What follows belongs to an exercise in optimizing a design on an open flow for small area and a short achievable clock period; a production flow would make more cautious choices.

==> flow/design.v <==
module muldiv_engine #(
    parameter int MULT_CYCLES = 5,
    parameter int DIV_CYCLES  = 10
) (
    input  logic        clk,
    input  logic        reset,
    input  logic        start,
    input  logic [2:0]  op,
    input  logic [31:0] d1,
    input  logic [31:0] d2,
    input  logic        flush,
    output logic        busy,
    output logic [31:0] hi,
    output logic [31:0] lo
);
    logic        busy_reg;
    logic [3:0]  cnt_reg;
    logic        is_div_reg, sgn_reg, sa_reg, bprev_reg;
    logic        dpre_reg, dstep_reg, last_reg, busy_out_reg;
    logic [31:0] a_reg, l_reg;
    logic [33:0] h_reg;
    logic [31:0] hi_reg, lo_reg;
    assign busy = busy_out_reg;
    assign hi   = hi_reg;
    assign lo   = lo_reg;
    wire accept = start && !flush && !busy_reg && (op != 3'd0) && (op != 3'd7);
    wire op_md  = (op == 3'd1) || (op == 3'd2) || (op == 3'd3) || (op == 3'd4);
    wire last     = last_reg;
    wire div_pre  = dpre_reg;
    wire div_step = dstep_reg;
    logic sb_reg;
    wire sb       = sb_reg;
    wire dz       = (a_reg == 32'd0);
    wire [34:0] m35  = {{3{sgn_reg & a_reg[31]}}, a_reg};
    wire [34:0] m35x2 = {m35[33:0], 1'b0};
    localparam int BLK = 6;
    function automatic logic [34:0] add35(input logic [34:0] x, input logic [34:0] y,
                                          input logic cin);
        logic [34:0] s;
        logic        c, s0, pre, cblk;
        c = cin; pre = 1'b1; cblk = 1'b0;
        for (int i = 0; i < 35; i++) begin
            if (i % BLK == 0 && i != 0) begin
                c = 1'b0; pre = 1'b1;
            end
            s0 = x[i] ^ y[i] ^ c;
            c  = (x[i] & y[i]) | (c & (x[i] ^ y[i]));
            s[i] = (i < BLK) ? s0 : (s0 ^ (cblk & pre));
            pre  = pre & s0;
            if (i % BLK == BLK - 1) cblk = (i < BLK) ? c : (c | (pre & cblk));
        end
        add35 = s;
    endfunction
    function automatic logic [31:0] lfix32(input logic [31:0] x, input logic neg,
                                           input logic inv);
        logic [31:0] s;
        logic        z;
        z = 1'b0;
        for (int i = 0; i < 32; i++) begin
            s[i] = x[i] ^ ((neg & z) | inv);
            z    = z | x[i];
        end
        lfix32 = s;
    endfunction
    logic [34:0] t [0:3];
    logic [3:0]  qb;
    logic [7:0]  pbits;
    always_comb begin
        for (int j = 0; j < 4; j++) begin
            logic [34:0] x, y;
            logic        one, two, neg, b2, b1, b0, rs, dbit;
            dbit = div_pre ? sa_reg : (l_reg[31-j] & ~last);
            if (j == 0) begin
                rs = h_reg[33];
                if (div_step)   x = {h_reg[32], h_reg[32:0], dbit};
                else            x = {h_reg[33], h_reg};
            end else begin
                rs = t[j-1][34];
                if (is_div_reg) x = {t[j-1][32], t[j-1][32:0], dbit};
                else            x = {t[j-1][34], t[j-1][34], t[j-1][34:2]};
            end
            b2 = l_reg[2*j+1];
            b1 = l_reg[2*j];
            b0 = (j == 0) ? bprev_reg : l_reg[2*j-1];
            if (is_div_reg) begin
                if (last && j == 0) begin
                    one = rs ^ sa_reg; two = 1'b0; neg = one & (sb ^ sa_reg);
                end else if (last) begin
                    one = 1'b0; two = 1'b1; neg = sb;             
                end else begin
                    one = 1'b1; two = 1'b0; neg = ~(rs ^ sb);     
                end
            end else if (last) begin
                one = bprev_reg & ~sgn_reg; two = 1'b0; neg = 1'b0;   
            end else begin
                one = b1 ^ b0;
                two = (b2 & ~b1 & ~b0) | (~b2 & b1 & b0);
                neg = b2;
            end
            y = (({35{one}} & m35) | ({35{two}} & m35x2)) ^ {35{neg}};
            t[j] = add35(x, y, neg);
            qb[3-j] = ~t[j][34] ^ (sa_reg & ~sb);
            pbits[2*j+1 -: 2] = t[j][1:0];
        end
    end
    wire        e      = (t[1] == 35'd0);
    wire [31:0] h_res  = t[0][31:0] & ~{32{sa_reg & e}};
    wire        lneg   = is_div_reg & (sa_reg ? ~(sb ^ e) : sb);
    wire        linv   = is_div_reg & sa_reg & (sb ^ e);
    wire [31:0] l_res  = lfix32(l_reg, lneg, linv);
    always_ff @(posedge clk) begin
        if (!busy_reg) begin
            a_reg      <= d2;
            l_reg      <= d1;
            h_reg      <= {34{(op == 3'd3) && d1[31]}};
            sa_reg     <= (op == 3'd3) && d1[31];
            bprev_reg  <= 1'b0;
            sgn_reg    <= (op == 3'd1) || (op == 3'd3);
            sb_reg     <= ((op == 3'd1) || (op == 3'd3)) && d2[31];
            is_div_reg <= (op == 3'd3) || (op == 3'd4);
            if (op == 3'd1 || op == 3'd2) cnt_reg <= 4'd5;
            else                          cnt_reg <= 4'd10;
            dpre_reg   <= (op == 3'd3) || (op == 3'd4);
            dstep_reg  <= (op == 3'd3) || (op == 3'd4);
            last_reg   <= 1'b0;
        end else begin
            cnt_reg   <= cnt_reg - 4'd1;
            dpre_reg  <= 1'b0;
            dstep_reg <= is_div_reg && (cnt_reg != 4'd2);
            last_reg  <= (cnt_reg == 4'd2);
            if (is_div_reg) h_reg <= t[3][33:0];
            else            h_reg <= {t[3][34], t[3][34:2]};
            if (div_pre) begin
                l_reg <= l_reg;
            end else if (is_div_reg) begin
                l_reg <= {l_reg[27:0], qb};
            end else begin
                l_reg     <= {pbits, l_reg[31:8]};
                bprev_reg <= l_reg[7];
            end
        end
        if (reset) begin
            busy_reg <= 1'b0;
            busy_out_reg <= 1'b0;
            hi_reg   <= 32'd0;
            lo_reg   <= 32'd0;
        end else if (!busy_reg) begin
            busy_reg <= accept && op_md;
            busy_out_reg <= start && !flush && op_md;
            if (accept && op == 3'd5) hi_reg <= d1;
            if (accept && op == 3'd6) lo_reg <= d1;
        end else if (last) begin
            busy_reg <= 1'b0;
            busy_out_reg <= 1'b0;
            if (!(is_div_reg && dz)) begin
                hi_reg <= h_res;
                lo_reg <= l_res;
            end
        end
    end
endmodule
Settings: LEC_CHECK=0, ABC_AREA=1, CAP_MARGIN=20, CORE_MARGIN=2, CORE_UTILIZATION=50, SLEW_MARGIN=20; clock period 130.0 ns.
standard.sh (not shown) runs the stock make flow with config.mk's settings and CLKGATE_MAP_FILE= SYNTH_SCRIPT=/design/flow/synth_recipe.tcl, a recipe that flattens the netlist after the stock synthesis.
==> flow/flow/run.sh <==
#!/bin/bash
# Standard ORFS layout, with plain buf_1 cells as the port buffers, the repair steps
# asked to leave setup slack to spare at the design's clock period, and larger clock
# sink clusters (fewer leaf clock buffers).
set -euo pipefail
export BUFFER_PORTS_ARGS="-buffer_cell sky130_fd_sc_hd__buf_1"
export SETUP_SLACK_MARGIN=102.8
export CTS_ARGS="-sink_clustering_enable -repair_clock_nets -dont_use_dummy_load -sink_clustering_size 30 -sink_clustering_max_diameter 150"
bash standard.sh finish > standard.log 2>&1
Change:
--- a/flow/design.v
+++ b/flow/design.v
@@ -33,7 +33,7 @@
     wire dz       = (a_reg == 32'd0);
     wire [34:0] m35  = {{3{sgn_reg & a_reg[31]}}, a_reg};
     wire [34:0] m35x2 = {m35[33:0], 1'b0};
-    localparam int BLK = 6;
+    localparam int BLK = 5;
     function automatic logic [34:0] add35(input logic [34:0] x, input logic [34:0] y,
                                           input logic cin);
         logic [34:0] s;
@@ -51,16 +51,15 @@
         end
         add35 = s;
     endfunction
-    function automatic logic [31:0] lfix32(input logic [31:0] x, input logic neg,
-                                           input logic inv);
+    function automatic logic [31:0] cneg32(input logic [31:0] x, input logic neg);
         logic [31:0] s;
         logic        z;
         z = 1'b0;
         for (int i = 0; i < 32; i++) begin
-            s[i] = x[i] ^ ((neg & z) | inv);
+            s[i] = x[i] ^ (neg & z);
             z    = z | x[i];
         end
-        lfix32 = s;
+        cneg32 = s;
     endfunction
     logic [34:0] t [0:3];
     logic [3:0]  qb;
@@ -68,25 +67,22 @@
     always_comb begin
         for (int j = 0; j < 4; j++) begin
             logic [34:0] x, y;
-            logic        one, two, neg, b2, b1, b0, rs, dbit;
-            dbit = div_pre ? sa_reg : (l_reg[31-j] & ~last);
+            logic        one, two, neg, b2, b1, b0, rs;
             if (j == 0) begin
                 rs = h_reg[33];
-                if (div_step)   x = {h_reg[32], h_reg[32:0], dbit};
-                else            x = {h_reg[33], h_reg};
+                if (div_step) x = {h_reg[32], h_reg[32:0], l_reg[31] & ~div_pre};
+                else          x = {h_reg[33], h_reg};
             end else begin
                 rs = t[j-1][34];
-                if (is_div_reg) x = {t[j-1][32], t[j-1][32:0], dbit};
-                else            x = {t[j-1][34], t[j-1][34], t[j-1][34:2]};
+                if (div_step) x = {t[j-1][32], t[j-1][32:0], l_reg[31-j] & ~div_pre};
+                else          x = {t[j-1][34], t[j-1][34], t[j-1][34:2]};
             end
             b2 = l_reg[2*j+1];
             b1 = l_reg[2*j];
             b0 = (j == 0) ? bprev_reg : l_reg[2*j-1];
             if (is_div_reg) begin
-                if (last && j == 0) begin
-                    one = rs ^ sa_reg; two = 1'b0; neg = one & (sb ^ sa_reg);
-                end else if (last) begin
-                    one = 1'b0; two = 1'b1; neg = sb;             
+                if (last) begin
+                    one = rs; two = 1'b0; neg = rs & sb;          
                 end else begin
                     one = 1'b1; two = 1'b0; neg = ~(rs ^ sb);     
                 end
@@ -99,21 +95,19 @@
             end
             y = (({35{one}} & m35) | ({35{two}} & m35x2)) ^ {35{neg}};
             t[j] = add35(x, y, neg);
-            qb[3-j] = ~t[j][34] ^ (sa_reg & ~sb);
+            qb[3-j] = ~t[j][34];
             pbits[2*j+1 -: 2] = t[j][1:0];
         end
     end
-    wire        e      = (t[1] == 35'd0);
-    wire [31:0] h_res  = t[0][31:0] & ~{32{sa_reg & e}};
-    wire        lneg   = is_div_reg & (sa_reg ? ~(sb ^ e) : sb);
-    wire        linv   = is_div_reg & sa_reg & (sb ^ e);
-    wire [31:0] l_res  = lfix32(l_reg, lneg, linv);
+    wire        neg_l  = div_pre ? (sgn_reg & l_reg[31]) : (is_div_reg & (sa_reg ^ sb));
+    wire [31:0] l_neg  = cneg32(l_reg, neg_l);
+    wire        neg_h  = is_div_reg & sa_reg;
+    wire [31:0] h_res  = cneg32(t[0][31:0], neg_h);
     always_ff @(posedge clk) begin
         if (!busy_reg) begin
             a_reg      <= d2;
             l_reg      <= d1;
-            h_reg      <= {34{(op == 3'd3) && d1[31]}};
-            sa_reg     <= (op == 3'd3) && d1[31];
+            h_reg      <= 34'd0;
             bprev_reg  <= 1'b0;
             sgn_reg    <= (op == 3'd1) || (op == 3'd3);
             sb_reg     <= ((op == 3'd1) || (op == 3'd3)) && d2[31];
@@ -131,7 +125,8 @@
             if (is_div_reg) h_reg <= t[3][33:0];
             else            h_reg <= {t[3][34], t[3][34:2]};
             if (div_pre) begin
-                l_reg <= l_reg;
+                l_reg  <= l_neg;
+                sa_reg <= sgn_reg & l_reg[31];
             end else if (is_div_reg) begin
                 l_reg <= {l_reg[27:0], qb};
             end else begin
@@ -154,7 +149,7 @@
             busy_out_reg <= 1'b0;
             if (!(is_div_reg && dz)) begin
                 hi_reg <= h_res;
-                lo_reg <= l_res;
+                lo_reg <= l_neg;
             end
         end
     end
After rerunning:
- The new run finished clean
- core utilization went down by 0.67 points
- routed wire length went down by 10%
- sequential cell count stays the same
- global-route usage went down by 3.3 points
- setup slack gains 0.13 ns
- synthesized area went up by 1.9%
- count of clock-buffer cells in the layout is unchanged
- sequential share of layout area went down by 1.9 points
- die area went up by 1.8%
- register-to-register slack gains 0.82 ns
No functional check of the RTL was part of any run of this note.

==> re-timing with driven ports <==
The results above use ideal ports. As a check the final layouts listed here were re-extracted and re-timed, cells and wires unchanged.
Step 1, drivers: a clkbuf_16 drives clk and a buf_2 each remaining input, both assumed.
Step 2 adds t to the input delays and takes it off the output delays; t is the mean of the earliest and latest rising clock arrival at the registers after step 1. Input paths then give back, and output paths get back, about the clock's delay inside the block.
Three values: ideal, step 1, step 2; two values: the first two.
| run | t (ns) | setup WS [ns] | clock arrival spread, ns |
|---|---|---|---|
| the first run | 0.500 | 102.846 / 102.877 / 102.379 | 0.034 / 0.034 |
| the second run | 0.505 | 102.974 / 102.919 / 102.508 | 0.040 / 0.040 |
After both steps every run listed still meets setup and hold. The setup slack of the first run, which loses most, moves by +0.031 ns with the drivers and by -0.467 ns with both steps.
